What follows belongs to an exercise in optimizing a design on an open flow for small area; a production flow would make more cautious choices.
RTL that was checked went through simulation tests only; none was proved equivalent to the original.
Only the layout flow was run in run 4; the RTL was not checked for function there.

$ cat flow/design.v
package pill_box_pkg;
	typedef logic [7:0] hms_val_t;       
	typedef struct packed {
		hms_val_t hour;
		hms_val_t min;
		hms_val_t sec;
	} hms_t;
	typedef logic [3:0] bcd_digit_t;
	typedef logic [4:0] key_code_t;      
	typedef logic [15:0] key_evt_t;      
	localparam int KEY_FIELD = 0;
	localparam int KEY_UP    = 1;
	localparam int KEY_DOWN  = 2;
	localparam int KEY_MODE  = 3;
	localparam int KEY_SLOT  = 4;
	localparam int KEY_ACK   = 5;
	typedef enum logic [1:0] {
		MODE_TIME,
		MODE_BOX1,
		MODE_BOX2,
		MODE_BOX3
	} menu_mode_t;
	typedef enum logic [2:0] {
		FIELD_NONE,
		FIELD_HOUR,
		FIELD_MIN,
		FIELD_SEC,
		FIELD_ENABLE
	} edit_field_t;
	typedef logic [1:0] slot_idx_t;
	localparam int NUM_BOXES     = 3;
	localparam int SLOTS_PER_BOX = 3;
	typedef struct packed {
		edit_field_t field;
		logic        up;
		logic        down;
	} adj_cmd_t;
	typedef struct packed {
		menu_mode_t mode;
		slot_idx_t  slot;
		logic       editing;     
	} slot_sel_t;
	localparam hms_val_t HOUR_MAX   = 8'd23;
	localparam hms_val_t MINSEC_MAX = 8'd59;
	function automatic hms_val_t step_val(hms_val_t v, hms_val_t max_v, logic up);
		if (up) begin
			step_val = (v == max_v) ? 8'd0 : v + 8'd1;
		end else begin
			step_val = (v == 8'd0) ? max_v : v - 8'd1;
		end
	endfunction
endpackage
module pill_box_top #(
	parameter int TICKS_PER_SEC = 32_768,
	parameter int TONE_DIV      = 8
) (
	input  logic                               clk,
	input  logic                               rst_n,
	input  pill_box_pkg::key_code_t            keyvalue,
	output logic [23:0]                        time_din,
	output logic [27:0]                        pill_box_din,
	output logic                               beep,
	output logic [pill_box_pkg::NUM_BOXES-1:0] alarm_box,
	output pill_box_pkg::menu_mode_t           mode_out,
	output pill_box_pkg::slot_idx_t            index_out
);
	localparam int NSLOT = 9;
	localparam int TW    = $clog2(TONE_DIV) + 1;
	function automatic logic [5:0] step6(logic [5:0] v, logic [5:0] max_v, logic up);
		if (up) step6 = (v == max_v) ? 6'd0 : v + 6'd1;
		else    step6 = (v == 6'd0) ? max_v : v - 6'd1;
	endfunction
	function automatic logic [7:0] bcd60(logic [5:0] v);
		bcd60 = {4'(v / 6'd10), 4'(v % 6'd10)};
	endfunction
	function automatic logic [2:0] kenc(logic [4:0] kv);
		if (!kv[4] && kv[3:0] < 4'd6) kenc = kv[2:0] + 3'd1;
		else                          kenc = 3'd0;
	endfunction
	function automatic logic [3:0] sub9(logic [3:0] a, logic [3:0] b);
		logic [4:0] d;
		d = {1'b0, a} - {1'b0, b};
		sub9 = d[4] ? 4'(d + 5'd9) : d[3:0];
	endfunction
	logic [2:0] k1, k2, k3;
	logic       k_new;   
	logic [5:0] evt;
	always_ff @(posedge clk or negedge rst_n) begin
		if (!rst_n) begin
			k1 <= '0;
			k2 <= '0;
			k3 <= '0;
		end else begin
			k1 <= kenc(keyvalue);
			k2 <= k1;
			k3 <= k2;
		end
	end
	always_ff @(posedge clk) k_new <= (k2 != k3);
	always_comb begin
		for (int k = 0; k < 6; k++) evt[k] = (k3 == 3'(k + 1)) && k_new;
	end
	wire ev_field = evt[pill_box_pkg::KEY_FIELD];
	wire ev_up    = evt[pill_box_pkg::KEY_UP];
	wire ev_down  = evt[pill_box_pkg::KEY_DOWN];
	wire ev_mode  = evt[pill_box_pkg::KEY_MODE];
	wire ev_slot  = evt[pill_box_pkg::KEY_SLOT];
	wire ev_ack   = evt[pill_box_pkg::KEY_ACK];
	logic [1:0] mode;
	logic [2:0] field;
	logic [1:0] slot;
	logic [2:0] field_next;
	logic       editing;
	logic       nav_ok;
	logic       adj_up, adj_dn;
	logic       mode_time;
	assign editing   = (field != 3'd0);
	assign mode_time = (mode == 2'd0);
	assign nav_ok    = !editing && !ev_up && !ev_down;
	assign adj_up    = editing && ev_up && !ev_field;
	assign adj_dn    = editing && ev_down && !ev_field && !ev_up;
	always_comb begin
		case (field)
			3'd0:    field_next = 3'd1;
			3'd1:    field_next = 3'd2;
			3'd2:    field_next = 3'd3;
			3'd3:    field_next = mode_time ? 3'd0 : 3'd4;
			default: field_next = 3'd0;
		endcase
	end
	always_ff @(posedge clk or negedge rst_n) begin
		if (!rst_n) begin
			mode  <= '0;
			field <= '0;
			slot  <= '0;
		end else if (ev_field) begin
			field <= field_next;
		end else if (nav_ok && ev_mode) begin
			mode <= mode + 2'd1;
			slot <= '0;
		end else if (nav_ok && ev_slot && !mode_time) begin
			slot <= (slot == 2'd2) ? 2'd0 : slot + 2'd1;
		end
	end
	assign mode_out  = pill_box_pkg::menu_mode_t'(mode);
	assign index_out = slot;
	logic [1:0] mode_d;
	logic [1:0] slot_d;
	logic       pend_up, pend_dn;
	always_ff @(posedge clk or negedge rst_n) begin
		if (!rst_n) begin
			mode_d  <= 2'd1;     
			slot_d  <= '0;
			pend_up <= 1'b0;
			pend_dn <= 1'b0;
		end else begin
			mode_d  <= mode;
			slot_d  <= slot;
			pend_up <= adj_up;
			pend_dn <= adj_dn;
		end
	end
	wire pend = pend_up | pend_dn;
	logic [14:0] presc;
	logic        presc_low0;
	logic        hold;
	logic        tick;
	logic        new_second;
	assign presc_low0 = (presc[13:0] == 14'd0);
	assign hold       = editing && mode_time;
	assign tick       = !hold && presc[14] && presc_low0;
	always_ff @(posedge clk or negedge rst_n) begin
		if (!rst_n) begin
			presc      <= '0;
			new_second <= 1'b0;
		end else begin
			new_second <= tick;
			presc      <= hold ? '0 : {presc[13:0], presc[14] ^ presc[13] ^ presc_low0};
		end
	end
	logic [16:0] w_time;     
	logic [16:0] n_time;     
	logic [16:0] t_time;     
	logic [16:0] c_time;     
	always_comb begin
		t_time[5:0]   = step6(n_time[5:0], 6'd59, 1'b1);
		t_time[11:6]  = n_time[11:6];
		t_time[16:12] = n_time[16:12];
		if (n_time[5:0] == 6'd59) begin
			t_time[11:6] = step6(n_time[11:6], 6'd59, 1'b1);
			if (n_time[11:6] == 6'd59) t_time[16:12] = 5'(step6({1'b0, n_time[16:12]}, 6'd23, 1'b1));
		end
	end
	always_comb begin
		if (pend && mode_time) c_time = w_time;
		else if (new_second)   c_time = t_time;
		else                   c_time = n_time;
	end
	always_ff @(posedge clk or negedge rst_n) begin
		if (!rst_n) n_time <= '0;
		else        n_time <= c_time;
	end
	logic [NSLOT-1:0][16:0] ring;       
	logic [3:0]             rot;
	logic [16:0]            buf_time;   
	logic [3:0]             buf_tag;
	logic                   buf_dirty;
	logic                   ring_clr;   
	logic [NSLOT-1:0]       s_en;
	logic [NSLOT-1:0]       selv;       
	logic [3:0]             sel_idx;
	logic [3:0]             sel_pos;    
	logic [3:0]             buf_pos;    
	logic                   sel_buf;
	logic [16:0]            ring_sel;
	logic [16:0]            view;
	logic                   v_on;
	logic                   slot_wr;
	always_comb begin
		for (int i = 0; i < NSLOT; i++) begin
			selv[i] = (mode_d == 2'(i / 3 + 1)) && (slot_d == 2'(i % 3));
		end
	end
	assign sel_idx   = 4'({mode_d - 2'd1, 1'b0}) + 4'(mode_d - 2'd1) + 4'(slot_d);
	assign sel_pos   = sub9(sel_idx, rot);
	assign buf_pos   = sub9(buf_tag, rot);
	assign sel_buf   = buf_dirty && (buf_tag == sel_idx);
	assign v_on      = |(selv & s_en);
	always_comb begin
		ring_sel = '0;
		for (int p = 0; p < NSLOT; p++) begin
			if (sel_pos == 4'(p)) ring_sel = ring_sel | ring[p];
		end
	end
	always_comb begin
		if (mode_d == 2'd0)  view = n_time;      
		else if (sel_buf)    view = buf_time;
		else if (!ring_clr)  view = ring_sel;
		else                 view = '0;
	end
	logic [5:0] e_val, e_max, e_new;
	always_comb begin
		case (field)
			3'd1:    e_val = {1'b0, view[16:12]};
			3'd2:    e_val = view[11:6];
			default: e_val = view[5:0];
		endcase
		e_max  = (field == 3'd1) ? 6'd23 : 6'd59;
		e_new  = step6(e_val, e_max, pend_up);
		w_time = view;
		case (field)
			3'd1:    w_time[16:12] = e_new[4:0];
			3'd2:    w_time[11:6]  = e_new;
			3'd3:    w_time[5:0]   = e_new;
			default: ;
		endcase
	end
	assign slot_wr = pend && !mode_time;
	logic [2:0]  port_flush;
	logic [2:0]  port_wr;
	logic [16:0] port_data;
	assign port_flush[0] = buf_dirty && (buf_pos == 4'd1);
	assign port_flush[1] = buf_dirty && (buf_pos == 4'd4);
	assign port_flush[2] = buf_dirty && (buf_pos == 4'd7);
	assign port_wr       = port_flush | {3{ring_clr}};
	assign port_data     = ring_clr ? '0 : buf_time;
	always_ff @(posedge clk or negedge rst_n) begin
		if (!rst_n)           ring_clr <= 1'b1;
		else if (rot == 4'd2) ring_clr <= 1'b0;
	end
	always_ff @(posedge clk) begin
		for (int p = 0; p < NSLOT; p++) begin
			if (p % 3 == 0 && port_wr[p / 3]) ring[p] <= port_data;
			else                              ring[p] <= ring[(p + 1) % NSLOT];
		end
	end
	always_ff @(posedge clk or negedge rst_n) begin
		if (!rst_n) rot <= '0;
		else        rot <= (rot == 4'd8) ? 4'd0 : rot + 4'd1;
	end
	always_ff @(posedge clk) begin
		if (slot_wr) begin
			buf_time <= w_time;
			buf_tag  <= sel_idx;
		end
	end
	always_ff @(posedge clk or negedge rst_n) begin
		if (!rst_n)          buf_dirty <= 1'b0;
		else if (slot_wr)    buf_dirty <= 1'b1;
		else if (|port_flush) buf_dirty <= 1'b0;
	end
	always_ff @(posedge clk or negedge rst_n) begin
		if (!rst_n) begin
			s_en    <= '0;
		end else begin
			for (int i = 0; i < NSLOT; i++) begin
				if (slot_wr && selv[i]) begin
					if (field == 3'd4) s_en[i] <= !v_on;
				end
			end
		end
	end
	logic [2:0]       alarm_q;
	logic [NSLOT-1:0] hit;
	logic [NSLOT-1:0] m_hit;
	logic             head_eq;
	logic             live_eq;
	assign head_eq = (ring[0] == t_time);
	assign live_eq = (view == t_time);
	always_ff @(posedge clk) begin
		for (int i = 0; i < NSLOT; i++) begin
			if (selv[i])
				m_hit[i] <= live_eq;
			else if (rot == 4'(i) && !(buf_dirty && buf_tag == 4'(i)))
				m_hit[i] <= head_eq;
		end
	end
	always_comb begin
		for (int i = 0; i < NSLOT; i++) begin
			hit[i] = s_en[i] && (selv[i] ? (live_eq && !editing) : m_hit[i]);
		end
	end
	always_ff @(posedge clk or negedge rst_n) begin
		if (!rst_n) begin
			alarm_q <= '0;
		end else if (ev_ack) begin
			alarm_q <= '0;
		end else if (new_second) begin
			for (int b = 0; b < 3; b++) begin
				if (|hit[b*3 +: 3]) alarm_q[b] <= 1'b1;
			end
		end
	end
	assign alarm_box = alarm_q;
	logic [TW-1:0] tone_cnt;
	always_ff @(posedge clk or negedge rst_n) begin
		if (!rst_n) tone_cnt <= '0;
		else        tone_cnt <= tone_cnt + 1'b1;
	end
	assign beep = ~(tone_cnt[TW-1] & |alarm_q);
	assign time_din     = {bcd60({1'b0, n_time[16:12]}), bcd60(n_time[11:6]), bcd60(n_time[5:0])};
	assign pill_box_din = (mode_d == 2'd0) ? 28'h0FFFFFF :
		{bcd60({1'b0, view[16:12]}), bcd60(view[11:6]), bcd60(view[5:0]), 3'b000, v_on};
endmodule
$ cat flow/flow/run.sh
#!/bin/bash
# Own layout flow: the standard ORFS flow (standard.sh) with these changes:
#  - synthesis is the standard flow's script (synth_recipe.tcl, ORFS synth.tcl) except that
#    ABC maps the logic with an area-oriented script, flow/abc_area.script;
#    registers are mapped before ABC and are left as the standard synthesis
#    makes them;
#  - adders are left to ABC as plain logic (ADDER_MAP_FILE empty) instead of
#    being mapped to half/full adder cells first;
#  - input and output ports are buffered with buf_1;
#  - clock tree clusters and repair margins are set below.
# Each tool's output goes to a log file in this folder.
set -euo pipefail
W=$(pwd)
F=$FLOW_HOME
cp "$W/flow/abc_area.script" "$W/abc_area.script"
sed "s#^source \$::env(SCRIPTS_DIR)/synth_preamble.tcl#source \$::env(SCRIPTS_DIR)/synth_preamble.tcl\nset abc_args [lreplace \$abc_args 1 1 $W/abc_area.script]#" \
	"$F/scripts/synth.tcl" > "$W/synth_area.tcl"
grep -q "abc_area.script" "$W/synth_area.tcl"
sed "s#source \$::env(SCRIPTS_DIR)/synth.tcl#source $W/synth_area.tcl#" "$W/synth_recipe.tcl" > "$W/synth_recipe_area.tcl"
grep -q "synth_area.tcl" "$W/synth_recipe_area.tcl"
make -C "$F" DESIGN_CONFIG="$FLOW_CONFIG" WORK_HOME="$W/orfs" CLKGATE_MAP_FILE= \
	SYNTH_SCRIPT="$W/synth_recipe_area.tcl" ADDER_MAP_FILE= \
	CAP_MARGIN=0 CORE_MARGIN=2 CORE_UTILIZATION=55 SLEW_MARGIN=0 \
	"CTS_ARGS=-sink_clustering_enable -repair_clock_nets -sink_clustering_size 30 -sink_clustering_max_diameter 80 -dont_use_dummy_load" \
	"BUFFER_PORTS_ARGS=-buffer_cell sky130_fd_sc_hd__buf_1" \
	finish > "$W/make.log" 2>&1
: # left out here: write the final layout as DEF
$ cat flow/flow/abc_area.script
strash
ifraig
dc2
dc2
dch -f
amap -F 2 -A 6
topo
$ cat flow/standard.sh
#!/bin/bash
# synth_recipe.tcl (not shown) runs the flow's synth.tcl, then flattens the netlist and writes it again
# the make line also repeats each setting of config.mk as NAME=value (left out here)
make -C /OpenROAD-flow-scripts/flow DESIGN_CONFIG=/design/flow/config.mk WORK_HOME=/design/flow/orfs CLKGATE_MAP_FILE= SYNTH_SCRIPT=/design/flow/synth_recipe.tcl "${@:-finish}"
$ cat flow/config.mk
export PLATFORM = sky130hd
export DESIGN_NAME = pill_box_top
export DESIGN_NICKNAME = pill_box_top
export VERILOG_FILES = /design/flow/design.v
export SDC_FILE = /design/flow/constraint.sdc
export NUM_CORES = 4
export LEC_CHECK = 0
export CAP_MARGIN = 20
export CORE_MARGIN = 2
export CORE_UTILIZATION = 40
export SLEW_MARGIN = 20
$ cat flow/constraint.sdc
create_clock -name core_clock -period 10.0 [get_ports {clk}]
set_input_delay 2.0000 -clock core_clock [delete_from_list [all_inputs] [get_ports {clk}]]
set_output_delay 2.0000 -clock core_clock [all_outputs]
set_load 0.01 [all_outputs]
==> summary.md, run 1 <==
• **result of the run** complete, no violations
• **Critical Path Start Type** flop
• **remaining global-route overflow** 0
• **post-CTS setup-driven buffer insertion count** 0
• **standard cell with the maximum stage delay on the critical path** dfstp_2
• **RSZ-0062 raised after global routing** false
• **cells taking the most area after synthesis** dfxtp_1 28%, dfrtp_1 17%, edfxtp_1 8.1%
• **predominant post-synthesis flop cell** dfxtp_1
• **clock transition time at the flip-flop clock pins of the worst setup and hold paths** 0.10 ns
• **CP endpoint kind** output pin
• **full die area** 21300 um2
• **number of cell rows** 51
• **number of buffers between clock root and the deepest sink** 3
• **worst rel slew slack** 0.290
• **Routability Congestion** 0.988
• **number of levels in the clock H-tree** 1
• **Setup Viol. Count Final** 0
• **final std cell area, no fill** 12100 um2
• **Tightest Pin Transition** 1.07 ns
• **Total Nets Final** 1307
• **gate count of the mapped netlist** 1214
• **IO Pins** 67
• **count of TritonRoute iterations in the first routing pass** 6
• **DRC violations left** 0
• **CP required** 8.00 ns
• **Die Y** 146 um
• **commonest non-fill, non-tap cell in the layout** clkinv_1
• **starting density of the core** 0.565
• **max capacitance violation total** 0
• **proportion of synthesized flip-flops having asynchronous set or reset** 0.295
• **fillcell total** 1724
• **data arrival time of the critical path** 7.23 ns
• **total routing usage reported by global routing** 0.306
• **half-perimeter wire length after placement** 23.6 mm
• **CTS root buf** clkbuf_16
• **category of the critical setup timing path** flop to output pin
• **share of the core filled with cells in the final layout** 0.616
• **number of I/O port buffers** 60
• **# resized after CTS** 0
• **TritonCTS Sinks** 261
• **Max Clock Skew** 0.0796 ns
• **final-layout setup total negative slack** 0 ns
• **TritonCTS clock tree** built
• **fraction of layout cells with a size suffix above 1** 0.0347
• **total standard cell area after synthesis** 11100 um2
• **final wirelength** 33.1 mm
• **maximum number of pins on one net before global-route repair** 64
• **initial antenna violation count** 0
• **sequential area share after synthesis** 0.533
• **share of the synthesized area in the top cell type** 0.278
• **post-detailed-route wirelength per cell** 21.2 um
• **Ant. Diodes** 0
• **Avg Inst Size Synth** 9.14 um2
• **period utilization** 0.923
• **number of synthesized register bits** 261
• **number of enable-type register cells in the synthesized netlist** 30
• **shortest clock period the worst path allows after layout** 9.23 ns
• **source-to-sink clock delay at the later pin of the worst-skew pair** 0.51 ns
• **Chip Width** 146 um
• **count of nets left with antenna violations after detail routing** 0
• **Area after DPL** 11700 um2
• **number of buffers created by CTS** 13
• **vias per cell** 6.38
• **stage delay of the slowest cell on the critical path** 0.58 ns
• **wire length of the first global-routing pass** 51.9 mm
• **buffers and inverters on the worst path** 9
• **cell repeated most along the worst path** nor2_1
• **Final Hold Fails** 0
• **hold crit path type** flop to flop
• **most frequent cells in the layout** 199 x clkinv_1, 154 x dfxtp_1, 114 x o22ai_1
• **violation count after the first detailed-routing iteration** 1183
• **cts hold-fix bufs** 0
• **Via Count** 9971
• **family of cells with the greatest summed delay on the critical path** compound AO/OA/AOI/OAI gates
• **maximum net fanout on the critical path** 7
• **core area** 19700 um2
• **area added between synthesis and finish** 9.11%
• **number of max-slew violations in the final report** 0
• **Yosys top cell by area** dfxtp_1
• **fmax** 108 MHz
• **warning count from the yosys run** 1
• **vias in the first global route** 9415
• **count of different cell masters after synthesis** 46
stage by stage:
stage	std cells	setup WS, ns	hold WS, ns
3_5_place_dp	1550	1.14	0.331
3_3_place_gp	1550	1.47	0.334
5_1_grt	1563	0.000523	0.358
4_1_cts	1563	0.636	0.355
2_1_floorplan	1219	1.09	0.324
6_report	1563	0.770	0.353
registers in the layout, indices dropped and copies added, names as in the netlist, 4 cells and up:
register and count:
ring 153, buf_time 17, n_time 17, presc 15, m_hit 9, s_en 9, buf_tag 4, rot 4
tone_cnt 4
routing by layer:
layer  GRT usage  vias up  routed length (um)
met5           0        -                   0
met4       0.135        0                1410
met3      0.0522       91                2800
met2       0.477      531               14600
met1       0.422     4647               14300
li1            -     4702                   -
final cells by class:
type / instances / area (um2) / area share
Sequential cell: 261 / 5910 / 0.488
Multi-Input combinational cell: 746 / 4420 / 0.365
Inverter: 199 / 747 / 0.0617
Timing Repair Buffer: 79 / 372 / 0.0307
Tap cell: 265 / 332 / 0.0274
Clock buffer: 13 / 325 / 0.0269
worst paths after layout:
| check | cells after the start | start | end | slack [ns] |
|---|---|---|---|---|
| worst min-delay path | 0 | ring[34] | ring[17] | 0.35 |
| max in group asynchronous | 2 | rst_n | n_time[5] | 7.50 |
| worst min register to register | 0 | ring[34] | ring[17] | 0.35 |
| min in group asynchronous | 1 | rst_n | n_time[14] | 1.37 |
| worst max-delay path | 38 | mode_d[0] | pill_box_din[14] | 0.77 |
| worst max register to register | 31 | mode_d[0] | alarm_q[0] | 1.58 |
cell families (layout without fill, tap and decap cells):
group           count (synthesis)  count (layout)  synth area share
compound gates                436             436             0.273
buf+inv                       212             291            0.0761
flops                         261             261             0.533
other cells                     1               6          0.000338
simple gates                  304             304             0.118
cells in the mapped netlist, types with 9 or more instances:
cell type  count
a21oi_1       41
a22oi_1       17
buf_4         13
nand2_1      106
clkinv_1     199
o22ai_1      120
a31oi_1       19
o21ai_0       86
a222oi_1      52
dfxtp_1      154
nor2b_1       19
edfxtp_1      30
o21a_1        14
dfrtp_1       75
o221a_1        9
nand3_1       14
o221ai_1      26
nor3_1        25
nor2_1       113
worst reg2reg max path: cells and delay by family (launching register included):
family / cells / cell delay, ns
AOI/OAI and AO/OA: 13 / 2.75
buffers and inverters: 6 / 0.99
DFF: 1 / 0.58
and+or+nand+nor: 12 / 4.05
==> run 2, diff against run 1 <==
--- a/flow/flow/run.sh
+++ b/flow/flow/run.sh
@@ -23,3 +23,3 @@
 	CAP_MARGIN=0 CORE_MARGIN=2 CORE_UTILIZATION=55 SLEW_MARGIN=0 \
-	"CTS_ARGS=-sink_clustering_enable -repair_clock_nets -sink_clustering_size 30 -sink_clustering_max_diameter 80 -dont_use_dummy_load" \
+	"CTS_ARGS=-sink_clustering_enable -repair_clock_nets -sink_clustering_size 36 -sink_clustering_max_diameter 70 -dont_use_dummy_load -buf_list sky130_fd_sc_hd__clkbuf_16" \
 	"BUFFER_PORTS_ARGS=-buffer_cell sky130_fd_sc_hd__buf_1" \
==> summary.md, run 2 <==
• **result of the run** complete, no violations
• **TritonCTS clock tree** built
• **number of synthesized register bits** 261, unchanged
• **number of levels in the clock H-tree** 1, unchanged
• **category of the critical setup timing path** flop to output pin
• **number of max-slew violations in the final report** 0, unchanged
• **Setup Viol. Count Final** 0, unchanged
• **DRC violations left** 0, unchanged
• **starting density of the core** 0.565, unchanged
• **# resized after CTS** 0, unchanged
• **RSZ-0062 raised after global routing** false
• **stage delay of the slowest cell on the critical path** 0.57 ns, about the same
• **share of the core filled with cells in the final layout** 0.617, +0.00102
• **Routability Congestion** 0.988, unchanged
• **data arrival time of the critical path** 7.24 ns, about the same
• **vias in the first global route** 9391, -0.25%
• **worst rel slew slack** 0.304, +0.0142
• **warning count from the yosys run** 1, unchanged
• **Via Count** 9948, -0.23%
• **Yosys top cell by area** dfxtp_1
• **Critical Path Start Type** flop
• **worst path setup slack after routing** 0.764 ns, -0.00559 ns
• **gate count of the mapped netlist** 1214, unchanged
• **total routing usage reported by global routing** 0.305, -0.000342
• **full die area** 21300 um2, unchanged
• **CP required** 8.00 ns, about the same
• **number of cell rows** 51, unchanged
• **fillcell total** 1725, +0.058%
• **post-CTS setup-driven buffer insertion count** 0, unchanged
• **cells taking the most area after synthesis** dfxtp_1 28%, dfrtp_1 17%, edfxtp_1 8.1%
• **global routing met2 resource utilization** 0.476, -0.000708
• **Final Hold Fails** 0, unchanged
• **source-to-sink clock delay at the later pin of the worst-skew pair** 0.51 ns, about the same
• **Die Y** 146 um, unchanged
• **CTS root buf** clkbuf_16
• **CP endpoint kind** output pin
• **count of nets left with antenna violations after detail routing** 0, unchanged
• **number of buffers between clock root and the deepest sink** 3, unchanged
• **clock transition time at the flip-flop clock pins of the worst setup and hold paths** 0.11 ns, about the same
• **register-to-register path setup slack** 1.57 ns, about the same
• **core area** 19700 um2, unchanged
• **Hold Crit Start** ring[3]
• **cts hold-fix bufs** 0, unchanged
• **standard cell with the maximum stage delay on the critical path** dfstp_2
• **wire length of the first global-routing pass** 51.9 mm, about the same
• **Hold Path Depth** 0, unchanged
• **maximum net fanout on the critical path** 9, +2
• **Chip Width** 146 um, unchanged
• **IO Pins** 67, unchanged
• **flip-flop count of the largest register, all copies and words added** 153, unchanged
• **Ant. Diodes** 0, unchanged
• **biggest regs** ring x153, buf_time x17, n_time x17
• **final-layout setup total negative slack** 0 ns, unchanged
• **met1 routing resource usage after global routing** 0.425, +0.00311
• **predominant post-synthesis flop cell** dfxtp_1
• **Tightest Pin Transition** 1.04 ns, -0.0213 ns
• **Setup WS pre-CTS** 1.14 ns, unchanged
• **Avg Inst Size Synth** 9.14 um2, unchanged
• **remaining global-route overflow** 0, unchanged
• **Total Nets Final** 1308, +0.077%
• **commonest non-fill, non-tap cell in the layout** clkinv_1
• **half-perimeter wire length after placement** 23.6 mm, unchanged
• **Hold WS** 0.313 ns, -0.0396 ns
• **R2R Path Start** mode_d[0]
• **number of I/O port buffers** 60, unchanged
• **number of enable-type register cells in the synthesized netlist** 30, unchanged
• **share of the synthesized area in the top cell type** 0.278, unchanged
• **initial antenna violation count** 0, unchanged
• **number of buffers created by CTS** 14, +1
• **worst setup path startpoint** mode_d[0]
• **terminus of the critical flop-to-flop path** alarm_q[2]
• **final wirelength** 33.0 mm, -0.21%
• **vias per cell** 6.36, -0.29%
• **count of TritonRoute iterations in the first routing pass** 6, unchanged
• **commonest cells in the synthesized netlist** 199 x clkinv_1, 154 x dfxtp_1, 120 x o22ai_1
• **worst hold path endpoint** ring[139]
• **max capacitance violation total** 0, unchanged
• **Most Used Layer, Global Route** met2
• **fmax** 108 MHz, about the same
• **total standard cell area after synthesis** 11100 um2, unchanged
• **fraction of layout cells with a size suffix above 1** 0.0354, +0.000743
• **most frequent cell after synthesis** clkinv_1
• **Area after DPL** 11700 um2, unchanged
• **maximum number of pins on one net before global-route repair** 64, unchanged
• **period utilization** 0.924, about the same
• **most frequent cells in the layout** 199 x clkinv_1, 154 x dfxtp_1, 114 x o22ai_1
• **TritonCTS Sinks** 261, unchanged
• **count of different cell masters after synthesis** 46, unchanged
• **met3 demand-to-capacity share in global routing** 0.0509, -0.00125
• **post-detailed-route wirelength per cell** 21.1 um, -0.28%
• **area added between synthesis and finish** 9.29%
• **register with the most flip-flops** ring
• **final std cell area, no fill** 12100 um2, +0.17%
• **hold crit path type** flop to flop
• **Max Clock Skew** 0.0688 ns, -0.0108 ns
• **sequential area share after synthesis** 0.533, unchanged
• **violation count after the first detailed-routing iteration** 1167, -1.4%
• **shortest clock period the worst path allows after layout** 9.24 ns, +0.00559 ns
• **proportion of synthesized flip-flops having asynchronous set or reset** 0.295, unchanged
• **worst reg-to-reg path cell count** 31, unchanged
==> run 2: cell families after synthesis <==
| family | share of synthesized area |
|---|---|
| buffers and inverters | 0.0761 |
| DFF | 0.533 |
| AOI/OAI and AO/OA | 0.273 |
| other | 0.000338 |
| and+or+nand+nor | 0.118 |
==> run 2: worst max-delay path, delay by kind of cell, from the launching register on <==
family | cells | cell delay (ns)
AOI/OAI and AO/OA | 15 | 3.15
buffers and inverters | 8 | 1.25
DFF | 1 | 0.57
and+or+nand+nor | 11 | 1.80
==> run 2: cell type report <==
type	count	area [um2]	share of cell area
Multi-Input combinational cell	746	4420	0.364
Inverter	199	747	0.0616
Clock buffer	14	350	0.0289
Timing Repair Buffer	79	372	0.0306
Tap cell	265	332	0.0273
Sequential cell	261	5910	0.487
==> run 2: stage by stage <==
step	std cells
after floorplan	1219
after CTS	1564
after detailed placement	1550
after global routing	1564
after global placement	1550
final	1564
==> run 2: routing by layer <==
layer,up-vias,part of all wire
met2,532,0.44
met5,-,0
met3,100,0.089
li1,4694,-
met4,0,0.043
met1,4622,0.42
==> run 2: worst max-delay path by stage <==
stage	to	slack (ns)
finish	pill_box_din[14]	0.76
global route	pill_box_din[14]	0.005
CTS	pill_box_din[5]	0.65
detailed placement	pill_box_din[5]	1.14
global placement	pill_box_din[5]	1.47
floorplan	pill_box_din[14]	1.09
==> run 3, diff against run 2 <==
--- a/flow/design.v
+++ b/flow/design.v
@@ -257,10 +257,9 @@
 	end
-	assign slot_wr = pend && !mode_time;
-	logic [2:0]  port_flush;
-	logic [2:0]  port_wr;
+	assign slot_wr = pend && !mode_time && (field != 3'd4);
+	logic [1:0]  port_flush;
+	logic [1:0]  port_wr;
 	logic [16:0] port_data;
 	assign port_flush[0] = buf_dirty && (buf_pos == 4'd1);
-	assign port_flush[1] = buf_dirty && (buf_pos == 4'd4);
-	assign port_flush[2] = buf_dirty && (buf_pos == 4'd7);
-	assign port_wr       = port_flush | {3{ring_clr}};
+	assign port_flush[1] = buf_dirty && (buf_pos == 4'd5);
+	assign port_wr       = port_flush | {2{ring_clr}};
 	assign port_data     = ring_clr ? '0 : buf_time;
@@ -268,3 +267,3 @@
 		if (!rst_n)           ring_clr <= 1'b1;
-		else if (rot == 4'd2) ring_clr <= 1'b0;
+		else if (rot == 4'd4) ring_clr <= 1'b0;
 	end
@@ -272,4 +271,4 @@
 		for (int p = 0; p < NSLOT; p++) begin
-			if (p % 3 == 0 && port_wr[p / 3]) ring[p] <= port_data;
-			else                              ring[p] <= ring[(p + 1) % NSLOT];
+			if (p % 4 == 0 && p < 8 && port_wr[p / 4]) ring[p] <= port_data;
+			else                                        ring[p] <= ring[(p + 1) % NSLOT];
 		end
@@ -296,5 +295,3 @@
 			for (int i = 0; i < NSLOT; i++) begin
-				if (slot_wr && selv[i]) begin
-					if (field == 3'd4) s_en[i] <= !v_on;
-				end
+				if (pend && !mode_time && field == 3'd4 && selv[i]) s_en[i] <= !v_on;
 			end
--- a/flow/flow/run.sh
+++ b/flow/flow/run.sh
@@ -9,3 +9,4 @@
 #  - input and output ports are buffered with buf_1;
-#  - clock tree clusters and repair margins are set below.
+#  - clock tree clusters (no dummy loads), repair margins and utilization
+#    are set below.
 # Each tool's output goes to a log file in this folder.
@@ -23,3 +24,3 @@
 	CAP_MARGIN=0 CORE_MARGIN=2 CORE_UTILIZATION=55 SLEW_MARGIN=0 \
-	"CTS_ARGS=-sink_clustering_enable -repair_clock_nets -sink_clustering_size 36 -sink_clustering_max_diameter 70 -dont_use_dummy_load -buf_list sky130_fd_sc_hd__clkbuf_16" \
+	"CTS_ARGS=-sink_clustering_enable -repair_clock_nets -sink_clustering_size 30 -sink_clustering_max_diameter 80 -dont_use_dummy_load" \
 	"BUFFER_PORTS_ARGS=-buffer_cell sky130_fd_sc_hd__buf_1" \
==> summary.md, run 3 <==
• **result of the run** complete, no violations
• **cells taking the most area after synthesis** dfxtp_1 28%, dfrtp_1 17%, edfxtp_1 8.3%
• **proportion of synthesized flip-flops having asynchronous set or reset** 0.295, unchanged
• **number of max-slew violations in the final report** 0, unchanged
• **number of levels in the clock H-tree** 1, unchanged
• **terminus of the critical flop-to-flop path** alarm_q[2]
• **commonest cells in the synthesized netlist** 154 x clkinv_1, 154 x dfxtp_1, 128 x nor2_1
• **final wirelength** 30.7 mm, -7.0%
• **total standard cell area after synthesis** 10800 um2, -2.5%
• **post-detailed-route wirelength per cell** 20.3 um, -3.9%
• **Critical Path Start Type** flop
• **worst setup path endpoint** pill_box_din[14]
• **R2R Path Start** mode_d[0]
• **Ant. Diodes** 0, unchanged
• **number of buffers created by CTS** 14, unchanged
• **Avg Inst Size Synth** 9.32 um2, +1.9%
• **violation count after the first detailed-routing iteration** 1094, -6.3%
• **total routing usage reported by global routing** 0.296, -0.00895
• **full die area** 20800 um2, -2.4%
• **RSZ-0062 raised after global routing** false
• **most frequent cells in the layout** 154 x dfxtp_1, 153 x clkinv_1, 122 x nand2_1
• **Final Hold Fails** 0, unchanged
• **category of the critical setup timing path** flop to output pin
• **remaining global-route overflow** 0, unchanged
• **biggest regs** ring x153, buf_time x17, n_time x17
• **gate count of the mapped netlist** 1162, -4.3%
• **Total Nets Final** 1257, -3.9%
• **period utilization** 0.932, +0.00854
• **fmax** 107 MHz, -0.92%
• **initial antenna violation count** 0, unchanged
• **count of different cell masters after synthesis** 45, -2.2%
• **fraction of layout cells with a size suffix above 1** 0.0457, +0.0103
• **number of cell rows** 51, unchanged
• **vias per cell** 6.26, -1.6%
• **CP endpoint kind** output pin
• **final-layout setup total negative slack** 0 ns, unchanged
• **cts hold-fix bufs** 0, unchanged
• **Routability Congestion** 0.932, -5.6%
• **Tightest Pin Transition** 1.05 ns, +0.00224 ns
• **worst reg-to-reg path cell count** 34, +9.7%
• **stage delay of the slowest cell on the critical path** 0.59 ns, +0.02 ns
• **fillcell total** 1714, -0.64%
• **# resized after CTS** 0, unchanged
• **clock transition time at the flip-flop clock pins of the worst setup and hold paths** 0.11 ns, about the same
• **worst rel slew slack** 0.301, -0.00344
• **count of nets left with antenna violations after detail routing** 0, unchanged
• **number of buffers between clock root and the deepest sink** 3, unchanged
• **maximum net fanout on the critical path** 8, -1
• **wire length of the first global-routing pass** 47.5 mm, -8.5%
• **hold crit path type** flop to flop
• **area added between synthesis and finish** 9.89%
• **Max Clock Skew** 0.0650 ns, -0.00376 ns
• **CTS root buf** clkbuf_16
• **count of TritonRoute iterations in the first routing pass** 9, +3
• **Chip Width** 144 um, -1.2%
• **warning count from the yosys run** 2, +1
• **flip-flop count of the largest register, all copies and words added** 153, unchanged
• **predominant post-synthesis flop cell** dfxtp_1
• **data arrival time of the critical path** 7.32 ns, +0.08 ns
• **vias in the first global route** 8463, -9.9%
• **number of I/O port buffers** 60, unchanged
• **post-CTS setup-driven buffer insertion count** 0, unchanged
• **commonest non-fill, non-tap cell in the layout** dfxtp_1
• **register-to-register path setup slack** 1.84 ns, +0.27 ns
• **CP required** 8.00 ns, about the same
• **number of enable-type register cells in the synthesized netlist** 30, unchanged
• **core area** 19400 um2, -1.3%
• **DRC violations left** 0, unchanged
• **Setup Viol. Count Final** 0, unchanged
• **worst setup path startpoint** mode_d[0]
• **Hold WS** 0.294 ns, -0.0187 ns
• **sequential area share after synthesis** 0.546, +0.0135
• **Yosys top cell by area** dfxtp_1
• **shortest clock period the worst path allows after layout** 9.32 ns, +0.0854 ns
• **maximum number of pins on one net before global-route repair** 68, +6.3%
• **half-perimeter wire length after placement** 22.3 mm, -5.7%
• **Die Y** 144 um, -1.2%
• **standard cell with the maximum stage delay on the critical path** dfstp_2
• **IO Pins** 67, unchanged
• **starting density of the core** 0.558, -0.00676
• **TritonCTS clock tree** built
• **share of the synthesized area in the top cell type** 0.285, +0.00706
• **number of synthesized register bits** 261, unchanged
• **register with the most flip-flops** ring
• **source-to-sink clock delay at the later pin of the worst-skew pair** 0.50 ns, about the same
• **max capacitance violation total** 0, unchanged
• **Via Count** 9469, -4.8%
• **TritonCTS Sinks** 261, unchanged
-- run 3: cell types whose count changed after synthesis, moves of 4 or more --
cell and delta:
a21oi_1 +16, or4_1 -5, o2111ai_1 +4, o31ai_1 -5, nand2_1 +16, o21ai_0 -21
clkinv_1 -45, o221ai_1 -6, a31oi_1 +4, nor2_1 +15, o22ai_1 -33, a221oi_1 +4
-- run 3: stage by stage --
stage	setup slack, ns	cells	util	instance area (um2)
finish	0.679	1513	0.613	11900
global route	0.0237	1513	0.613	11900
CTS	0.260	1513	0.610	11800
detailed placement	0.792	1499	0.592	11500
global placement	1.15	1499	0.592	11500
floorplan	1.51	1167	-	10800
-- run 3: logic make-up (layout without fill, tap and decap cells) --
logic type	after synthesis	in the layout	share of synthesized area
AO/OA/AOI/OAI	408	408	0.265
buffers and inverters	167	248	0.0624
flip-flops	261	261	0.546
other	1	6	0.000346
AND/OR/NAND/NOR	325	325	0.126
-- run 3: area by class of cell --
class / count / area (um2) / share of cell area
clock buffer: 14 / 350 / 0.0294
inverter: 154 / 578 / 0.0486
multi-input combinational: 739 / 4350 / 0.365
sequential: 261 / 5910 / 0.497
tap: 265 / 332 / 0.0279
timing repair buffer: 80 / 379 / 0.0319
-- run 3: how the worst min path moves through the flow --
stage / from / to / slack (ns) / cells past startpoint
after floorplan: ring[123] / ring[106] / 0.33 / 0
after global placement: ring[54] / ring[37] / 0.33 / 0
after global routing: ring[84] / ring[67] / 0.31 / 0
final: ring[84] / ring[67] / 0.29 / 0
after CTS: ring[84] / ring[67] / 0.29 / 0
after detailed placement: ring[58] / ring[41] / 0.34 / 0
-- run 3: per-layer routing --
metal,vias to the layer above,GRT usage,wire [um]
met4,0,0.0751,682
met2,429,0.467,13800
met5,-,0,0
li1,4533,-,-
met3,45,0.0483,2570
met1,4462,0.429,13600
-- run 3: critical path, delay by kind of cell, from the launching register on --
kind | cells | cell delay (ns)
AO/OA/AOI/OAI | 16 | 2.87
buffers and inverters | 6 | 0.85
flip-flops | 1 | 0.59
AND/OR/NAND/NOR | 14 | 2.58
==> run 4, diff against run 3 <==
--- a/flow/design.v
+++ b/flow/design.v
@@ -303,10 +303,10 @@
 	logic             head_eq;
-	logic             live_eq;
+	logic             buf_eq;
 	assign head_eq = (ring[0] == t_time);
-	assign live_eq = (view == t_time);
+	assign buf_eq  = (buf_time == t_time);
 	always_ff @(posedge clk) begin
 		for (int i = 0; i < NSLOT; i++) begin
-			if (selv[i])
-				m_hit[i] <= live_eq;
-			else if (rot == 4'(i) && !(buf_dirty && buf_tag == 4'(i)))
+			if (buf_dirty && buf_tag == 4'(i))
+				m_hit[i] <= buf_eq;
+			else if (rot == 4'(i))
 				m_hit[i] <= head_eq;
@@ -316,3 +316,3 @@
 		for (int i = 0; i < NSLOT; i++) begin
-			hit[i] = s_en[i] && (selv[i] ? (live_eq && !editing) : m_hit[i]);
+			hit[i] = s_en[i] && m_hit[i] && !(editing && selv[i]);
 		end
==> summary.md, run 4 <==
• **hold crit path type** flop to flop
• **share of the core filled with cells in the final layout** 0.610, -0.00310
• **sequential area share after synthesis** 0.547, +0.00127
• **gate count of the mapped netlist** 1175, +1.1%
• **biggest regs** ring x153, buf_time x17, n_time x17
• **maximum net fanout on the critical path** 17, +9
• **fraction of layout cells with a size suffix above 1** 0.0405, -0.00513
• **worst setup path startpoint** mode_d[0]
• **wire length of the first global-routing pass** 48.5 mm, +2.1%
• **data arrival time of the critical path** 7.20 ns, -0.12 ns
• **cell count after placement** 1510, +0.73%
• **count of different cell masters after synthesis** 45, unchanged
• **worst setup path endpoint** pill_box_din[6]
• **share of the synthesized area in the top cell type** 0.285, +0.000660
• **terminus of the critical flop-to-flop path** n_time[2]
• **most frequent cells in the layout** 157 x clkinv_1, 154 x dfxtp_1, 121 x nor2_1
• **remaining global-route overflow** 0, unchanged
• **max capacitance violation total** 0, unchanged
• **count of nets left with antenna violations after detail routing** 0, unchanged
• **R2R Path Start** mode_d[0]
• **CTS root buf** clkbuf_16
• **Max Clock Skew** 0.0657 ns, +0.000637 ns
• **commonest cells in the synthesized netlist** 157 x clkinv_1, 154 x dfxtp_1, 129 x nor2_1
• **IO Pins** 67, unchanged
• **cells taking the most area after synthesis** dfxtp_1 29%, dfrtp_1 17%, edfxtp_1 8.3%
• **core area** 19400 um2, unchanged
• **vias per cell** 6.26, about the same
• **post-detailed-route wirelength per cell** 21.0 um, +3.3%
• **register-to-register path setup slack** 2.22 ns, +0.38 ns
• **total routing usage reported by global routing** 0.304, +0.00782
• **Avg Inst Size Synth** 9.19 um2, -1.3%
• **Chip Width** 144 um, -0.11%
• **cell repeated most along the worst path** nor2_1
• **DRC violations left** 0, unchanged
• **fillcell total** 1752, +2.2%
• **Die Y** 144 um, -0.11%
• **register with the most flip-flops** ring
• **final wirelength** 31.9 mm, +4.0%
• **clock transition time at the flip-flop clock pins of the worst setup and hold paths** 0.12 ns, about the same
• **final-layout setup total negative slack** 0 ns, unchanged
• **category of the critical setup timing path** flop to output pin
• **TritonCTS clock tree** built
• **number of cell rows** 51, unchanged
• **maximum number of pins on one net before global-route repair** 71, +4.4%
• **number of logic stages on the critical path including buffering** 39, +8.3%
• **final std cell area, no fill** 11800 um2, -0.51%
• **standard cell with the maximum stage delay on the critical path** dfstp_2
• **area added between synthesis and finish** 9.59%
• **Yosys top cell by area** dfxtp_1
• **shortest clock period the worst path allows after layout** 9.20 ns, -0.118 ns
• **predominant post-synthesis flop cell** dfxtp_1
• **CP endpoint kind** output pin
• **worst reg-to-reg path cell count** 35, +2.9%
• **Setup Viol. Count Final** 0, unchanged
• **number of I/O port buffers** 60, unchanged
• **number of buffers created by CTS** 13, -1
• **result of the run** complete, no violations
• **TritonCTS Sinks** 261, unchanged
• **commonest non-fill, non-tap cell in the layout** clkinv_1
• **proportion of synthesized flip-flops having asynchronous set or reset** 0.295, unchanged
• **number of max-slew violations in the final report** 0, unchanged
• **total standard cell area after synthesis** 10800 um2, -0.23%
• **Routability Congestion** 0.933, +0.12%
• **number of synthesized register bits** 261, unchanged
• **CP required** 8.00 ns, about the same
• **filler-free cell count of the finished design** 1523, +0.66%
• **worst rel slew slack** 0.184, -0.117
• **most frequent cell after synthesis** clkinv_1
• **Critical Path Start Type** flop
• **number of buffers between clock root and the deepest sink** 3, unchanged
• **warning count from the yosys run** 2, unchanged
• **Total Nets Final** 1267, +0.80%
• **stage delay of the slowest cell on the critical path** 0.61 ns, +0.02 ns
• **Via Count** 9532, +0.67%
• **full die area** 20800 um2, -0.22%
• **source-to-sink clock delay at the later pin of the worst-skew pair** 0.51 ns, about the same
• **number of enable-type register cells in the synthesized netlist** 30, unchanged
• **buffers and inverters on the worst path** 8, +2
• **violation count after the first detailed-routing iteration** 1279, +17%
• **count of TritonRoute iterations in the first routing pass** 6, -3
• **fmax** 109 MHz, +1.3%
• **vias in the first global route** 8618, +1.8%
• **Tightest Pin Transition** 1.22 ns, +0.175 ns
• **Hold Path Depth** 0, unchanged
• **Final Hold Fails** 0, unchanged
• **family of cells with the greatest summed delay on the critical path** compound AO/OA/AOI/OAI gates
• **Ant. Diodes** 0, unchanged
• **initial antenna violation count** 0, unchanged
• **number of levels in the clock H-tree** 1, unchanged
• **period utilization** 0.920, -0.0118
• **starting density of the core** 0.557, -0.00129
• **half-perimeter wire length after placement** 22.6 mm, +1.7%
• **RSZ-0062 raised after global routing** false
• **flip-flop count of the largest register, all copies and words added** 153, unchanged
• **Area after DPL** 11400 um2, -0.40%
## run 4: changes by cell type in the layout (fill, tap and decap cells not counted), moves of 5 or more
cell,delta
o22ai_1,-5
a221oi_1,-6
nor2_2,-5
nor2_4,+5
o311ai_0,-5
o21ai_0,+21
a21oi_1,+12
o221a_1,-9
nand2_1,-6
o21bai_1,+6
## run 4: worst reg2reg max path: cells and delay by family (launching register included)
kind            cells  cell delay, ns
flops               1            0.61
buf+inv             7            1.11
simple gates       12            2.17
compound gates     16            3.78
## run 4: cell type report
class / instances / area [um2] / area share
clock buffer: 13 / 325 / 0.0275
inverter: 157 / 589 / 0.0498
multi-input combinational: 749 / 4310 / 0.364
sequential: 261 / 5910 / 0.500
tap: 265 / 332 / 0.0280
timing repair buffer: 78 / 364 / 0.0308
## run 4: worst min-delay path by stage
stage                     slack, ns   endpoint      start
after floorplan                0.33  ring[106]  ring[123]
after global placement         0.33   ring[18]   ring[35]
after detailed placement       0.34   ring[44]   ring[61]
after CTS                      0.33   ring[20]   ring[37]
after global routing           0.33   ring[60]   ring[77]
final                          0.33   ring[17]   ring[34]
## run 4: through the flow
step / setup WS (ns) / hold slack (ns)
after detailed placement: 1.08 / 0.335
after CTS: 0.555 / 0.333
after floorplan: 1.81 / 0.330
after global routing: 0.0191 / 0.335
after global placement: 1.44 / 0.334
final: 0.797 / 0.328
## run 4: what timing repair did
action	4_1_cts	5_1_grt
hold buffers	0	0
gates resized for setup	0	24
endpoints found under the hold margin	0	0
buffers inserted	0	0
setup endpoints to repair	0	9
## run 4: cell families after synthesis
kind of cell           after synthesis  share of synthesized area
other                                1                   0.000347
buffers and inverters              170                     0.0636
DFF                                261                      0.547
AOI/OAI and AO/OA                  414                      0.259
and+or+nand+nor                    329                      0.129
## run 4: metal layers
layer	wire, um	part of all wire	GRT usage	up-vias
met5	0	0	0	-
met1	13400	0.42	0.432	4446
met3	3100	0.097	0.0533	60
met2	14500	0.45	0.481	529
met4	895	0.028	0.0894	0
li1	-	-	-	4497
==> run 5, diff against run 4 <==
--- a/flow/design.v
+++ b/flow/design.v
@@ -231,3 +231,3 @@
 		for (int p = 0; p < NSLOT; p++) begin
-			if (sel_pos == 4'(p)) ring_sel = ring_sel | ring[p];
+			if (sel_pos == 4'(p) && mode_d != 2'd0 && !sel_buf && !ring_clr) ring_sel = ring_sel | ring[p];
 		end
@@ -235,6 +235,4 @@
 	always_comb begin
-		if (mode_d == 2'd0)  view = n_time;      
-		else if (sel_buf)    view = buf_time;
-		else if (!ring_clr)  view = ring_sel;
-		else                 view = '0;
+		view = ring_sel | ({17{mode_d == 2'd0}} & n_time) |      
+			({17{mode_d != 2'd0 && sel_buf}} & buf_time);
 	end
==> summary.md, run 5 <==
• **source-to-sink clock delay at the later pin of the worst-skew pair** 0.50 ns, about the same
• **most frequent cell after synthesis** dfxtp_1
• **Ant. Diodes** 0, unchanged
• **family of cells with the greatest summed delay on the critical path** compound AO/OA/AOI/OAI gates
• **Final Hold Fails** 0, unchanged
• **total routing usage reported by global routing** 0.303, -0.000919
• **share of the synthesized area in the top cell type** 0.287, +0.00146
• **Chip Width** 144 um, -0.25%
• **vias in the first global route** 8764, +1.7%
• **commonest non-fill, non-tap cell in the layout** dfxtp_1
• **number of synthesized register bits** 261, unchanged
• **number of levels in the clock H-tree** 1, unchanged
• **predominant post-synthesis flop cell** dfxtp_1
• **vias per cell** 6.16, -1.6%
• **Max Clock Skew** 0.0645 ns, -0.00115 ns
• **most frequent cells in the layout** 154 x dfxtp_1, 138 x clkinv_1, 128 x nor2_1
• **half-perimeter wire length after placement** 21.8 mm, -3.7%
• **starting density of the core** 0.556, -0.00101
• **cells taking the most area after synthesis** dfxtp_1 29%, dfrtp_1 17%, edfxtp_1 8.4%
• **number of buffers created by CTS** 14, +1
• **cell count after placement** 1497, -0.86%
• **result of the run** complete, no violations
• **post-detailed-route wirelength per cell** 20.7 um, -1.3%
• **worst rel slew slack** 0.202, +0.0185
• **RSZ-0062 raised after global routing** false
• **mux share of post-synthesis cell area** 0, unchanged
• **Setup Viol. Count Final** 0, unchanged
• **CP endpoint kind** output pin
• **number of cell rows** 51, unchanged
• **number of max-slew violations in the final report** 0, unchanged
• **count of TritonRoute iterations in the first routing pass** 7, +1
• **maximum net fanout on the critical path** 17, unchanged
• **DRC violations left** 0, unchanged
• **main combinational cell family by area after synthesis** compound AO/OA/AOI/OAI gates
• **CP required** 8.00 ns, about the same
• **full die area** 20700 um2, -0.50%
• **stage delay of the slowest cell on the critical path** 0.59 ns, -0.02 ns
• **IO Pins** 67, unchanged
• **max capacitance violation total** 0, unchanged
• **share of the core filled with cells in the final layout** 0.611, about the same
• **TritonCTS clock tree** built
• **Total Nets Final** 1255, -0.95%
• **flip-flop count of the largest register, all copies and words added** 153, unchanged
• **Avg Inst Size Synth** 9.28 um2, +0.95%
• **CTS root buf** clkbuf_16
• **worst path setup slack after routing** 0.744 ns, -0.0522 ns
• **proportion of synthesized flip-flops having asynchronous set or reset** 0.295, unchanged
• **violation count after the first detailed-routing iteration** 970, -24%
• **maximum number of pins on one net before global-route repair** 62, -13%
• **number of I/O port buffers** 60, unchanged
• **sequential area share after synthesis** 0.550, +0.00280
• **gate count of the mapped netlist** 1158, -1.4%
• **Setup WS pre-CTS** 1.02 ns, -0.0649 ns
• **area added between synthesis and finish** 9.87%
• **Synth Area in Compound Gates** 0.250, -0.00903
• **data arrival time of the critical path** 7.26 ns, +0.06 ns
• **initial antenna violation count** 0, unchanged
• **remaining global-route overflow** 0, unchanged
• **final wirelength** 31.3 mm, -2.1%
• **fmax** 108 MHz, -0.56%
• **final-layout setup total negative slack** 0 ns, unchanged
• **shortest clock period the worst path allows after layout** 9.26 ns, +0.0522 ns
• **biggest regs** ring x153, buf_time x17, n_time x17
• **Hold WS** 0.322 ns, -0.00613 ns
• **wire length of the first global-routing pass** 48.1 mm, -0.92%
• **cell repeated most along the worst path** nor2_1
• **warning count from the yosys run** 2, unchanged
• **register with the most flip-flops** ring
• **hold crit path type** flop to flop
• **Synth Area in XOR/XNOR** 0.000815, +0.000815
• **commonest cells in the synthesized netlist** 154 x dfxtp_1, 138 x clkinv_1, 132 x nor2_1
• **count of different cell masters after synthesis** 48, +6.7%
• **Tightest Pin Transition** 1.20 ns, -0.0241 ns
• **clock transition time at the flip-flop clock pins of the worst setup and hold paths** 0.10 ns, -0.02 ns
• **basic-gate share of the synthesized area counting and, or, nand and nor cells** 0.141, +0.0117
• **total standard cell area after synthesis** 10700 um2, -0.51%
• **TritonCTS Sinks** 261, unchanged
• **period utilization** 0.926, +0.00522
• **standard cell with the maximum stage delay on the critical path** dfstp_2
• **buffers and inverters on the worst path** 6, -2
• **Routability Congestion** 0.909, -2.6%
• **filler-free cell count of the finished design** 1511, -0.79%
• **Yosys top cell by area** dfxtp_1
• **cts hold-fix bufs** 0, unchanged
• **Critical Path Start Type** flop
• **number of buffers between clock root and the deepest sink** 3, unchanged
• **Die Y** 144 um, -0.25%
• **core area** 19300 um2, -0.33%
• **number of enable-type register cells in the synthesized netlist** 30, unchanged
• **count of nets left with antenna violations after detail routing** 0, unchanged
• **Via Count** 9302, -2.4%
• **category of the critical setup timing path** flop to output pin
• **fraction of layout cells with a size suffix above 1** 0.0425, +0.00200
• **adder-cell share of the synthesized area** 0, unchanged
run 5: metrics by stage:
stage / area [um2]
6_report: 11800
5_1_grt: 11800
4_1_cts: 11800
3_5_place_dp: 11400
3_3_place_gp: 11400
2_1_floorplan: 10800
run 5: path summary, 6_finish.rpt:
kind	startpoint	to	slack, ns	cells past startpoint
setup reg to reg	mode_d[0]	n_time[2]	2.63	29
min in group asynchronous	rst_n	n_time[10]	1.43	1
hold / removal	ring[127]	ring[110]	0.32	0
hold reg to reg	ring[127]	ring[110]	0.32	0
setup / recovery	mode_d[0]	pill_box_din[14]	0.74	35
max in group asynchronous	rst_n	s_en[1]	7.41	2
run 5: logic make-up after synthesis:
| family | after synthesis |
|---|---|
| other cells | 1 |
| xor+xnor | 1 |
| simple gates | 352 |
| flops | 261 |
| buf+inv | 151 |
| compound gates | 392 |
run 5: layer usage:
layer | vias to the layer above | share of wire | wire (um) | global-route usage
li1 | 4466 | - | - | -
met1 | 4342 | 0.43 | 13300 | 0.407
met2 | 418 | 0.46 | 14400 | 0.499
met3 | 76 | 0.077 | 2390 | 0.0457
met4 | 0 | 0.036 | 1110 | 0.115
met5 | - | 0 | 0 | 0
run 5: area by class of cell:
type	instances	area [um2]
inverter	138	518
timing repair buffer	82	394
tap	265	332
fill	1674	7530
sequential	261	5910
multi-input combinational	751	4300
clock buffer	14	350
run 5: timing repair:
| item | CTS | global route |
|---|---|---|
| endpoints found under the setup margin | 0 | 6 |
| resized for setup | 0 | 5 |
| setup buffers | 0 | 0 |
==> run 6, diff against run 5 <==
--- a/flow/flow/run.sh
+++ b/flow/flow/run.sh
@@ -23,3 +23,3 @@
 	SYNTH_SCRIPT="$W/synth_recipe_area.tcl" ADDER_MAP_FILE= \
-	CAP_MARGIN=0 CORE_MARGIN=2 CORE_UTILIZATION=55 SLEW_MARGIN=0 \
+	CAP_MARGIN=0 CORE_MARGIN=2 CORE_UTILIZATION=50 SLEW_MARGIN=0 \
 	"CTS_ARGS=-sink_clustering_enable -repair_clock_nets -sink_clustering_size 30 -sink_clustering_max_diameter 80 -dont_use_dummy_load" \
==> summary.md, run 6 <==
• **standard cell with the maximum stage delay on the critical path** dfstp_2
• **number of I/O port buffers** 60, unchanged
• **commonest non-fill, non-tap cell in the layout** dfxtp_1
• **most frequent cell after synthesis** dfxtp_1
• **vias per cell** 6.22, +0.98%
• **category of the critical setup timing path** flop to output pin
• **fillcell total** 1925, +15%
• **area of the multi-input gates** 4320 um2, +0.55%
• **cells taking the most area after synthesis** dfxtp_1 29%, dfrtp_1 17%, edfxtp_1 8.4%
• **CTS root buf** clkbuf_16
• **Chip Width** 151 um, +4.7%
• **Tightest Pin Transition** 1.22 ns, +0.0279 ns
• **Hold Path Depth** 0, unchanged
• **number of buffers created by CTS** 15, +1
• **share of the synthesized area in the top cell type** 0.287, unchanged
• **stage delay of the slowest cell on the critical path** 0.62 ns, +0.03 ns
• **period utilization** 0.909, -0.0163
• **warning count from the yosys run** 2, unchanged
• **terminus of the critical flop-to-flop path** n_time[14]
• **fmax** 110 MHz, +1.8%
• **IO Pins** 67, unchanged
• **TritonCTS Sinks** 261, unchanged
• **Total Nets Final** 1256, +0.080%
• **Hold Crit Start** ring[131]
• **gate count of the mapped netlist** 1158, unchanged
• **area added between synthesis and finish** 10.4%
• **predominant post-synthesis flop cell** dfxtp_1
• **number of max-slew violations in the final report** 0, unchanged
• **full die area** 22700 um2, +9.7%
• **Via Count** 9462, +1.7%
• **final-layout setup total negative slack** 0 ns, unchanged
• **R2R Path Start** mode_d[0]
• **post-CTS setup-driven buffer insertion count** 0, unchanged
• **Routability Congestion** 0.871, -4.1%
• **DRC violations left** 0, unchanged
• **TritonCTS clock tree** built
• **number of cell rows** 53, +3.9%
• **count of different cell masters after synthesis** 48, unchanged
• **Avg Inst Size Synth** 9.28 um2, unchanged
• **remaining global-route overflow** 0, unchanged
• **starting density of the core** 0.510, -0.0462
• **maximum number of pins on one net before global-route repair** 51, -18%
• **sequential area share after synthesis** 0.550, unchanged
• **source-to-sink clock delay at the later pin of the worst-skew pair** 0.50 ns, about the same
• **Ant. Diodes** 0, unchanged
• **max capacitance violation total** 0, unchanged
• **number of buffers between clock root and the deepest sink** 3, unchanged
• **Final Hold Fails** 0, unchanged
• **initial antenna violation count** 0, unchanged
• **worst hold path endpoint** ring[114]
• **CP required** 8.00 ns, about the same
• **hold crit path type** flop to flop
• **number of synthesized register bits** 261, unchanged
• **register with the most flip-flops** ring
• **fraction of layout cells with a size suffix above 1** 0.0433, +0.000768
• **Setup Viol. Count Final** 0, unchanged
• **final std cell area, no fill** 11900 um2, +0.52%
• **result of the run** complete, no violations
• **flip-flop count of the largest register, all copies and words added** 153, unchanged
• **number of enable-type register cells in the synthesized netlist** 30, unchanged
• **# resized after CTS** 0, unchanged
• **vias in the first global route** 8727, -0.42%
• **most frequent cells in the layout** 154 x dfxtp_1, 138 x clkinv_1, 130 x nor2_1
• **data arrival time of the critical path** 7.09 ns, -0.17 ns
• **Sequential cell area** 5910 um2, unchanged
• **post-detailed-route wirelength per cell** 21.3 um, +2.8%
• **Critical Path Start Type** flop
• **biggest regs** ring x153, buf_time x17, n_time x17
• **cts hold-fix bufs** 0, unchanged
• **violation count after the first detailed-routing iteration** 836, -14%
• **worst rel slew slack** 0.181, -0.0216
• **maximum net fanout on the critical path** 7, -10
• **proportion of synthesized flip-flops having asynchronous set or reset** 0.295, unchanged
• **worst reg-to-reg path cell count** 31, +6.9%
• **register-to-register path setup slack** 2.62 ns, about the same
• **Die Y** 151 um, +4.7%
• **number of levels in the clock H-tree** 1, unchanged
• **total standard cell area after synthesis** 10700 um2, unchanged
• **wire length of the first global-routing pass** 49.6 mm, +3.2%
• **commonest cells in the synthesized netlist** 154 x dfxtp_1, 138 x clkinv_1, 132 x nor2_1
• **cell repeated most along the worst path** nor2_1
• **shortest clock period the worst path allows after layout** 9.09 ns, -0.163 ns
• **count of TritonRoute iterations in the first routing pass** 8, +1
• **Yosys top cell by area** dfxtp_1
• **Max Clock Skew** 0.0614 ns, -0.00308 ns
• **CP endpoint kind** output pin
• **total routing usage reported by global routing** 0.286, -0.0178
• **core area** 21100 um2, +9.1%
• **RSZ-0062 raised after global routing** false
• **count of nets left with antenna violations after detail routing** 0, unchanged
• **clock transition time at the flip-flop clock pins of the worst setup and hold paths** 0.11 ns, about the same
• **Area after DPL** 11500 um2, +0.15%
• **final wirelength** 32.4 mm, +3.6%
• **half-perimeter wire length after placement** 22.0 mm, +0.94%
[run 6: changes by cell type in the layout (fill, tap and decap cells not counted)]
cell / before / now
a221oi_4: 0 / 1
clkbuf_16: 14 / 15
nor2_2: 4 / 1
a221oi_1: 21 / 19
a221oi_2: 1 / 2
nor2_4: 0 / 1
nor2_1: 128 / 130
[run 6: cell families after synthesis]
| group | synth area share |
|---|---|
| and+or+nand+nor | 0.141 |
| DFF | 0.550 |
| buffers and inverters | 0.0573 |
| xor gates and xnor gates | 0.000815 |
| AOI/OAI and AO/OA | 0.250 |
| other | 0.000349 |
[run 6: worst max-delay path, delay by kind of cell (launching register included)]
| kind | cells | cell delay (ns) |
|---|---|---|
| buffers and inverters | 6 | 1.09 |
| AND/OR/NAND/NOR | 15 | 1.98 |
| AO/OA/AOI/OAI | 15 | 2.91 |
| flip-flops | 1 | 0.62 |
[run 6: layer usage]
layer	up-vias	track usage	share of wire	wire, um
li1	4465	-	-	-
met1	4491	0.395	0.44	14200
met2	428	0.452	0.45	14700
met3	78	0.0509	0.078	2520
met4	0	0.101	0.031	1020
met5	-	0	0	0
[run 6: area by class of cell]
cell class | count | area share
multi-input combinational | 751 | 0.364
inverter | 138 | 0.0436
timing repair buffer | 82 | 0.0332
sequential | 261 | 0.498
tap | 275 | 0.0290
clock buffer | 15 | 0.0316
[run 6: how the worst max path moves through the flow]
stage / from / end / slack, ns / depth (start not counted)
after floorplan: mode_d[0] / pill_box_din[14] / 0.17 / 32
after global placement: mode_d[0] / pill_box_din[14] / 1.37 / 37
after detailed placement: mode_d[0] / pill_box_din[14] / 1.08 / 37
after CTS: mode_d[0] / pill_box_din[14] / 0.51 / 37
after global routing: mode_d[0] / pill_box_din[14] / 0.12 / 36
final: mode_d[0] / pill_box_din[14] / 0.91 / 36
[run 6: through the flow]
stage	utilization	instances	setup slack [ns]	hold WS [ns]
global route	0.563	1522	0.116	0.291
CTS	0.561	1522	0.514	0.283
finish	0.563	1522	0.908	0.284
floorplan	-	1163	0.173	0.324
global placement	0.543	1507	1.37	0.333
detailed placement	0.543	1507	1.08	0.331

==> re-timing with driven ports <==
Ports are ideal in the flow. The routed layouts listed here were re-timed in OpenROAD.
Step 1: set_driving_cell puts a clkbuf_16 on clk and a buf_2 on each other input, an assumption about the parent block.
Step 2 adds t to the input delays and takes it off the output delays; t is the mean of the earliest and latest rising clock arrival at the registers after step 1. Input paths then give back, and output paths get back, about the clock's delay inside the block.
Three values: ideal, step 1, step 2; two values: the first two.
run | shift t [ns] | slack for setup (ns) | worst setup path after step 2
run 1 | 0.520 | 0.770 / 0.721 / 1.240 | register to output
run 2 | 0.518 | 0.764 / 0.717 / 1.235 | register to output
run 3 | 0.520 | 0.679 / 0.629 / 1.148 | register to output
run 4 | 0.524 | 0.797 / 0.749 / 1.273 | register to output
run 5 | 0.514 | 0.744 / 0.696 / 1.209 | register to output
run 6 | 0.517 | 0.908 / 0.860 / 1.377 | register to output
After both steps setup and hold are still met in every run listed.
